This is an optimization exercise on Yosys and OpenROAD, whose aim is small area and a short achievable clock period, not a production implementation. RTL that was checked went through simulation tests only; none was proved equivalent to the original.

// fir_xifu_ex_simd
module fir_xifu_ex_simd #(
  parameter int unsigned XLEN    = 32,
  parameter int unsigned MAC_LAT = 3,
  parameter int unsigned ID_W    = 4
) (
  input  logic            clk_i,
  input  logic            rst_i,
  input  logic            clear_i,
  input  logic            in_valid_i,
  output logic            in_ready_o,
  input  logic [1:0]      in_op_i,
  input  logic            in_mode_i,
  input  logic            in_sat_i,
  input  logic [ID_W-1:0] in_id_i,
  input  logic [4:0]      in_rd_i,
  input  logic [4:0]      in_rs1_i,
  input  logic [XLEN-1:0] in_base_i,
  input  logic [11:0]     in_imm_i,
  input  logic [4:0]      in_shamt_i,
  input  logic [XLEN-1:0] op_a_i,
  input  logic [XLEN-1:0] op_b_i,
  input  logic [XLEN-1:0] op_c_i,
  input  logic            commit_valid_i,
  input  logic [ID_W-1:0] commit_id_i,
  input  logic            commit_kill_i,
  input  logic            fwd_we_i,
  input  logic [4:0]      fwd_rd_i,
  input  logic [XLEN-1:0] fwd_result_i,
  output logic            mem_valid_o,
  input  logic            mem_ready_i,
  output logic [31:0]     mem_addr_o,
  ...
==> flow/config.mk <==
export PLATFORM = sky130hd
export DESIGN_NAME = fir_xifu_ex_simd
export DESIGN_NICKNAME = fir_xifu_ex_simd
export VERILOG_FILES = /design/flow/design.v
export SDC_FILE = /design/flow/constraint.sdc
export NUM_CORES = 4
export LEC_CHECK = 0
export CAP_MARGIN = 20
export CORE_MARGIN = 2
export CORE_UTILIZATION = 40
export SLEW_MARGIN = 20
==> flow/constraint.sdc <==
create_clock -name core_clock -period 12.5 [get_ports {clk_i}]
set_input_delay 2.5000 -clock core_clock [delete_from_list [all_inputs] [get_ports {clk_i}]]
set_output_delay 2.5000 -clock core_clock [all_outputs]
set_load 0.01 [all_outputs]
standard.sh (not shown) runs the stock make flow with config.mk's settings and CLKGATE_MAP_FILE= SYNTH_SCRIPT=/design/flow/synth_recipe.tcl, a recipe that flattens the netlist after the stock synthesis.
==> flow/flow/run.sh <==
#!/bin/bash
set -euo pipefail
bash standard.sh SETUP_SLACK_MARGIN=7.5 "BUFFER_PORTS_ARGS=-buffer_cell sky130_fd_sc_hd__buf_1" finish > standard_flow.log 2>&1
Then changed:
--- a/flow/design.v
+++ b/flow/design.v
@@ -484,31 +484,38 @@
   logic [17:0]     r_q;
   logic [32:0]     d_q;
   logic            accept, is_dotp, is_mem, is_store;
   logic [31:0]     base, store_data;
   logic            accept_commit, wait_hit;
   logic [32:0]     x, c_biased;
-  logic [2:0]      nb_lo, nb_hi;
+  logic            nb_x1, nb_a1, nb_x2, nb_a2;
+  logic [2:0]      nb_cnt;
   logic [23:0]     dig_acc, dig_mac0;
   logic            ovf;
+  logic [32:0]     res_exact;
   logic [31:0]     next_addr;
   logic            addr_c12, addr_inc, addr_dec;
   logic [19:0]     addr_ones, addr_zeros;
   assign accept        = st_idle_q & in_valid_i;
   assign is_dotp       = (in_op_i == fir_xifu_pkg::OpDotp);
   assign is_store      = (in_op_i == fir_xifu_pkg::OpStore);
   assign is_mem        = (in_op_i == fir_xifu_pkg::OpLoad) | is_store;
   assign base          = (fwd_we_i && (fwd_rd_i == in_rs1_i)) ? fwd_result_i : in_base_i;
   assign store_data    = $signed(op_c_i) >>> in_shamt_i;
   assign accept_commit = commit_valid_i && (commit_id_i == in_id_i) && !commit_kill_i;
   assign wait_hit      = commit_valid_i && (commit_id_i == id_q);
-  assign nb_lo = {1'b0, op_b_i[7] & op_b_i[23], op_b_i[7] ^ op_b_i[23]};
-  assign nb_hi = {1'b0, op_b_i[15] & op_b_i[31], op_b_i[15] ^ op_b_i[31]};
+  assign nb_x1 = op_b_i[7] ^ op_b_i[23];
+  assign nb_a1 = op_b_i[7] & op_b_i[23];
+  assign nb_x2 = op_b_i[15] ^ op_b_i[31];
+  assign nb_a2 = op_b_i[15] & op_b_i[31];
+  assign nb_cnt = {(nb_a1 & nb_a2) | ((nb_a1 ^ nb_a2) & nb_x1 & nb_x2),
+                   (nb_a1 ^ nb_a2) ^ (nb_x1 & nb_x2),
+                   nb_x1 ^ nb_x2};
   assign c_biased = {op_c_i[31], op_c_i} +
-                    (in_mode_i ? {8'hff, 16'd0, nb_lo + nb_hi, 6'd0}
-                               : {9'h1ff, 8'd0, nb_hi[1:0], 6'd0, nb_lo[1:0], 6'd0});
+                    (in_mode_i ? {8'hff, 16'd0, nb_cnt, 6'd0}
+                               : {9'h1ff, 8'd0, nb_a2, nb_x2, 6'd0, nb_a1, nb_x1, 6'd0});
   function automatic logic [11:0] booth4(input logic [7:0] q, input logic qm1);
     logic [8:0] e;
     e = {q, qm1};
     for (int k = 0; k < 4; k++) begin
       booth4[3*k+2] = e[2*k+2];
       booth4[3*k+1] = e[2*k+1] ^ e[2*k];
@@ -559,13 +566,13 @@
   end
   always_ff @(posedge clk_i) begin
     if (accept) begin
       op_q    <= in_op_i;
       rd_q    <= in_rd_i;
       id_q    <= in_id_i;
-      mode8_q <= in_mode_i;
+      mode8_q <= in_mode_i | ~is_dotp;   
       sat_q   <= in_sat_i;
       a_q     <= is_dotp ? op_a_i : (is_mem ? base : 32'd0);
       r_q     <= {op_b_i[23] & ~in_mode_i, op_b_i[7] & ~in_mode_i, op_b_i[31:24],
                   is_dotp ? op_b_i[15:8] : in_imm_i[7:0]};
       if (!is_dotp) r_q[11:8] <= in_imm_i[11:8];
       d_q     <= is_dotp ? c_biased : (is_mem ? {1'b0, store_data} : 33'd0);
@@ -574,13 +581,13 @@
       r_q[7:0]   <= x[7:0];
       if (mode8_q) begin
         a_q[7:0]   <= a_q[15:8];
         a_q[23:16] <= a_q[31:24];
       end
     end else if (st_mac1_q) begin
-      d_q <= mode8_q ? x : {~x[24], x[23:0], r_q[7:0]};
+      d_q <= x;
       a_q <= 32'd0;
     end else if (st_mem_q && mem_ready_i) begin
       d_q <= 33'd0;
       a_q <= next_addr;
     end
   end
@@ -600,10 +607,11 @@
   assign mem_we_o        = (op_q == fir_xifu_pkg::OpStore);
   assign mem_wdata_o     = d_q[31:0];
   assign mem_id_o        = id_q;
   assign out_op_o        = op_q;
   assign out_rd_o        = rd_q;
   assign out_id_o        = id_q;
-  assign ovf             = d_q[32] ^ d_q[31];
-  assign out_result_o    = (sat_q && ovf) ? {d_q[32], {31{~d_q[32]}}} : d_q[31:0];
+  assign res_exact       = mode8_q ? d_q : {~d_q[24], d_q[23:0], r_q[7:0]};
+  assign ovf             = res_exact[32] ^ res_exact[31];
+  assign out_result_o    = (sat_q && ovf) ? {res_exact[32], {31{~res_exact[32]}}} : res_exact[31:0];
   assign out_next_addr_o = a_q;
 endmodule
=>
- clock-buffer cell count went up by 1
- cell count fell by 0.58%
- area after synthesis rose by 0.42%
- utilization is lower by 1.1 points
- maximum frequency shrinks by 0.88%
- wire length shrinks by about 3.5%
- cell area drops by about 2%
- sequential share of layout area came out higher by 0.36 points
- setup slack degrades by 0.048 ns
- synthesized cell count stays the same
For the first run of this note, only the layout was checked, not whether the RTL still works.

the baseline:
fir_xifu_ex_simd, a different RTL version from the one above (not shown whole).
For scale: about 2100 cells after synthesis, about 140 flip-flops, roughly 360 I/O pins.
clock: 12.5 ns
lec_check: 0
cap_margin: 20
core_margin: 2
core_utilization: 40
slew_margin: 20
Scripts as last shown in full above: flow/flow/run.sh
The baseline went all the way through the flow, and no timing, DRC or antenna check failed.
The following lists how the candidate was set up differently from the baseline:
--- a/flow/design.v
+++ b/flow/design.v
@@ -490,12 +490,13 @@
   logic            accept_commit, wait_hit;
   logic [32:0]     x, c_biased;
   logic            nb_x1, nb_a1, nb_x2, nb_a2;
   logic [2:0]      nb_cnt;
   logic [23:0]     dig_acc, dig_mac0;
   logic            ovf;
+  logic [32:0]     res_exact;
   logic [31:0]     next_addr;
   logic            addr_c12, addr_inc, addr_dec;
   logic [19:0]     addr_ones, addr_zeros;
   assign accept        = st_idle_q & in_valid_i;
   assign is_dotp       = (in_op_i == fir_xifu_pkg::OpDotp);
   assign is_store      = (in_op_i == fir_xifu_pkg::OpStore);
@@ -567,13 +568,13 @@
   end
   always_ff @(posedge clk_i) begin
     if (accept) begin
       op_q    <= in_op_i;
       rd_q    <= in_rd_i;
       id_q    <= in_id_i;
-      mode8_q <= in_mode_i;
+      mode8_q <= in_mode_i | ~is_dotp;   
       sat_q   <= in_sat_i;
       a_q     <= is_dotp ? op_a_i : (is_mem ? base : 32'd0);
       r_q     <= {op_b_i[23] & ~in_mode_i, op_b_i[7] & ~in_mode_i, op_b_i[31:24],
                   is_dotp ? op_b_i[15:8] : in_imm_i[7:0]};
       if (!is_dotp) r_q[11:8] <= in_imm_i[11:8];
       d_q     <= is_dotp ? c_biased : (is_mem ? {1'b0, store_data} : 33'd0);
@@ -582,13 +583,13 @@
       r_q[7:0]   <= x[7:0];
       if (mode8_q) begin
         a_q[7:0]   <= a_q[15:8];
         a_q[23:16] <= a_q[31:24];
       end
     end else if (st_mac1_q) begin
-      d_q <= mode8_q ? x : {~x[24], x[23:0], r_q[7:0]};
+      d_q <= x;
       a_q <= 32'd0;
     end else if (st_mem_q && mem_ready_i) begin
       d_q <= 33'd0;
       a_q <= next_addr;
     end
   end
@@ -608,10 +609,11 @@
   assign mem_we_o        = (op_q == fir_xifu_pkg::OpStore);
   assign mem_wdata_o     = d_q[31:0];
   assign mem_id_o        = id_q;
   assign out_op_o        = op_q;
   assign out_rd_o        = rd_q;
   assign out_id_o        = id_q;
-  assign ovf             = d_q[32] ^ d_q[31];
-  assign out_result_o    = (sat_q && ovf) ? {d_q[32], {31{~d_q[32]}}} : d_q[31:0];
+  assign res_exact       = mode8_q ? d_q : {~d_q[24], d_q[23:0], r_q[7:0]};
+  assign ovf             = res_exact[32] ^ res_exact[31];
+  assign out_result_o    = (sat_q && ovf) ? {res_exact[32], {31{~res_exact[32]}}} : res_exact[31:0];
   assign out_next_addr_o = a_q;
 endmodule
The candidate finished every stage and its layout cleared the timing, design-rule and antenna checks. Comparing setup slack for the baseline and the candidate, the bigger number came from the candidate. The final period demand of the worst path of the candidate was superior to that of the baseline. Delay of the slowest critical-path stage sits higher in the candidate than in the baseline. There was hardly any difference in number of sequential storage elements between the candidate and the baseline. Compared with the baseline, in the candidate number of antenna violations at the first check in global routing fell 2; global-route usage fell 1.1 points; clock latency at the later pin of the worst-skew pair about even. The candidate vs. the baseline: sequential cell area flat, portion of the clock cycle consumed by the worst path in the final layout lower. Looking at post-route cell area across both flows, the candidate is the stronger of the two, with the baseline trailing. Comparing the baseline against the candidate, there is no change at all in well tap count. Re register share of the cell area: the baseline was lower than the candidate. Measured against the candidate, the number of library cell types mapped by synthesis of the baseline comes out at 1.11 times the reference value. edfxtp_1 as the slowest stage cell on the critical path was reported by the candidate, and fa_1 by the baseline.
No run of this note included a check of the RTL's function; only the layout flow was run.

== the previous run ==
Another version of the RTL of fir_xifu_ex_simd (not shown whole).
Size in the first run: roughly 2000 cells after synthesis, ~140 flip-flops, ~360 I/O pins, about 18000 sq um of cells after synthesis.
clock: 12.5 ns
lec_check: 0
cap_margin: 20
core_margin: 2
core_utilization: 40
slew_margin: 20
Scripts as last shown in full above: flow/flow/run.sh
Edits applied to the flow inputs when going from the previous run to the current run:
--- a/flow/design.v
+++ b/flow/design.v
@@ -152,44 +152,25 @@
   assign pp1_3[5] = ((dig_i[22] & m1[5]) | (dig_i[21] & m1[4])) ^ dig_i[23];
   assign pp1_3[6] = ((dig_i[22] & m1[6]) | (dig_i[21] & m1[5])) ^ dig_i[23];
   assign pp1_3[7] = ((dig_i[22] & m1[7]) | (dig_i[21] & m1[6])) ^ dig_i[23];
   assign pp1_3[8] = ((dig_i[22] & m1[8]) | (dig_i[21] & m1[7])) ^ dig_i[23];
   assign pp1_3[9] = ((dig_i[22] & m1[9]) | (dig_i[21] & m1[8])) ^ dig_i[23];
   assign pp1_3[10] = ((dig_i[22] & m1[10]) | (dig_i[21] & m1[9])) ^ dig_i[23];
   assign pp1_3[11] = ((dig_i[22] & m1[11]) | (dig_i[21] & m1[10])) ^ dig_i[23];
   assign pp1_3[12] = ((dig_i[22] & m1[12]) | (dig_i[21] & m1[11])) ^ dig_i[23];
   assign pp1_3[13] = ((dig_i[22] & m1[13]) | (dig_i[21] & m1[12])) ^ dig_i[23];
   assign pp1_3[14] = ((dig_i[22] & m1[14]) | (dig_i[21] & m1[13])) ^ dig_i[23];
   assign pp1_3[15] = ((dig_i[22] & m1[15]) | (dig_i[21] & m1[14])) ^ dig_i[23];
   assign pp1_3[16] = ((dig_i[22] & m1[16]) | (dig_i[21] & m1[15])) ^ dig_i[23];
-  wire dn_t = dig_i[11] ^ dig_i[23];
-  wire dn_c = (dig_i[11] & dig_i[23]) | (d_i[6] & dn_t);
-  wire [10:0] dn_p;   
-  assign dn_p[0] = 1'b1;
-  assign dn_p[1] = 1'b1;
-  assign dn_p[2] = &d_i[7:7];
-  assign dn_p[3] = &d_i[8:7];
-  assign dn_p[4] = &d_i[9:7];
-  assign dn_p[5] = &d_i[10:7];
-  assign dn_p[6] = &d_i[11:7];
-  assign dn_p[7] = &d_i[12:7];
-  assign dn_p[8] = &d_i[13:7];
-  assign dn_p[9] = &d_i[14:7];
-  assign dn_p[10] = &d_i[15:7];
-  wire [11:0] dn;
-  assign dn[0] = d_i[6] ^ dn_t;
-  for (genvar k = 1; k < 11; k++) begin : g_dn
-    assign dn[k] = d_i[6+k] ^ (dn_c & dn_p[k]);
-  end
-  assign dn[11] = dn_c & dn_p[10] & d_i[16];
+  wire [11:0] dn = {1'b0, d_i[16:6]} + {11'd0, dig_i[11]} + {11'd0, dig_i[23]};
   wire s0 = d_i[2] ^ dig_i[5];
   wire c0 = d_i[2] & dig_i[5];
   wire s1, c1;
   assign {c1, s1} = {d_i[4]} + {dig_i[8]} + {dig_i[20]};
   wire s2 = pp0_0[4] ^ pp0_1[2];
   wire c2 = pp0_0[4] & pp0_1[2];
   wire s3, c3;
   assign {c3, s3} = {d_i[5]} + {pp0_0[5]} + {pp0_1[3]};
   wire s4 = pp0_2[1] ^ pp1_0[5];
   wire c4 = pp0_2[1] & pp1_0[5];
   wire s5, c5;
   assign {c5, s5} = {pp0_0[6]} + {pp0_1[4]} + {pp0_2[2]};
@@ -571,47 +552,52 @@
       st_done_q <= (accept & (in_op_i == fir_xifu_pkg::OpNop)) | st_mac1_q |
                    (st_mem_q & mem_ready_i) | (st_done_q & ~out_ready_i);
     end
   end
   always_ff @(posedge clk_i) begin
     if (accept) begin
       op_q    <= in_op_i;
       rd_q    <= in_rd_i;
       id_q    <= in_id_i;
       mode8_q <= in_mode_i;
       sat_q   <= in_sat_i;
       a_q     <= is_dotp ? op_a_i : (is_mem ? base : 32'd0);
-      mh_q    <= in_mode_i ? {{8{op_a_i[23]}}, {8{op_a_i[7]}}} : {op_a_i[31:24], op_a_i[15:8]};
-      dig_q   <= dig_acc;
       r_q     <= {op_b_i[23] & ~in_mode_i, op_b_i[7] & ~in_mode_i, op_b_i[31:24],
                   is_dotp ? op_b_i[15:8] : in_imm_i[7:0]};
       if (!is_dotp) r_q[11:8] <= in_imm_i[11:8];
       d_q     <= is_dotp ? c_biased : (is_mem ? {1'b0, store_data} : 33'd0);
     end else if (st_mac0_q) begin
       d_q        <= mode8_q ? x : {{8{x[32]}}, x[32:8]};
-      dig_q      <= dig_mac0;
       r_q[7:0]   <= x[7:0];
       if (mode8_q) begin
         a_q[7:0]   <= a_q[15:8];
         a_q[23:16] <= a_q[31:24];
-        mh_q       <= {{8{a_q[31]}}, {8{a_q[15]}}};
       end
     end else if (st_mac1_q) begin
       d_q <= mode8_q ? x : {~x[24], x[23:0], r_q[7:0]};
       a_q <= 32'd0;
     end else if (st_mem_q && mem_ready_i) begin
       d_q <= 33'd0;
       a_q <= next_addr;
     end
   end
+  always_ff @(posedge clk_i) begin
+    if (st_mac0_q) begin
+      dig_q <= dig_mac0;
+      mh_q  <= mode8_q ? {{8{a_q[31]}}, {8{a_q[15]}}} : {a_q[31:24], a_q[15:8]};
+    end else begin
+      dig_q <= dig_acc;
+      mh_q  <= in_mode_i ? {{8{op_a_i[23]}}, {8{op_a_i[7]}}} : {op_a_i[31:24], op_a_i[15:8]};
+    end
+  end
   assign in_ready_o      = st_idle_q;
   assign mem_valid_o     = st_mem_q;
   assign out_valid_o     = st_done_q;
   assign mem_addr_o      = a_q;
   assign mem_we_o        = (op_q == fir_xifu_pkg::OpStore);
   assign mem_wdata_o     = d_q[31:0];
   assign mem_id_o        = id_q;
   assign out_op_o        = op_q;
   assign out_rd_o        = rd_q;
   assign out_id_o        = id_q;
   assign ovf             = d_q[32] ^ d_q[31];
   assign out_result_o    = (sat_q && ovf) ? {d_q[32], {31{~d_q[32]}}} : d_q[31:0];
==> notes.md <==
Side by side, placeable core area turned out lower in the current run than in the previous run. The current run ended with more fmax than the previous run. The current run against the previous run: number of fillers in the final layout saw a decrease, parity-gate share of the synthesized area counting xor and xnor cells saw little to no change, sequential share of layout area saw a decrease, final clock period utilization by the worst path saw a decrease.
For the previous run, only the layout was checked, not whether the RTL still works.

[re-timing with driven ports]
Ports are ideal in the flow. The routed layouts listed here were re-timed in OpenROAD.
Step 1, drivers: a clkbuf_16 drives clk_i and a buf_2 each remaining input, both assumed.
Step 2 moves the port delays by t, midway between the first and last clock arrival at a register: inputs arrive t later, outputs are due t later. That takes back most of the time a late clock gives input paths.
Three values: no drivers, after step 1, after step 2; two values: the first two.
run	t (ns)	setup slack, ns	pins driven straight from the clock port
the first run of note 1	0.482	7.131 / 7.135 / 6.652	1
the second run of note 1	0.489	7.083 / 7.083 / 6.826	1
the baseline	0.501	7.019 / 7.019 / 6.619	1
the candidate	0.508	7.083 / 7.083 / 6.751	1
the previous run	0.502	6.434 / 6.434 / 6.296	1
the current run	0.518	6.847 / 6.847 / 6.735	1
After both steps every run listed still meets setup and hold. The setup slack of the first run of note 1, which loses most, moves by +0.004 ns with the drivers and by -0.479 ns with both steps.
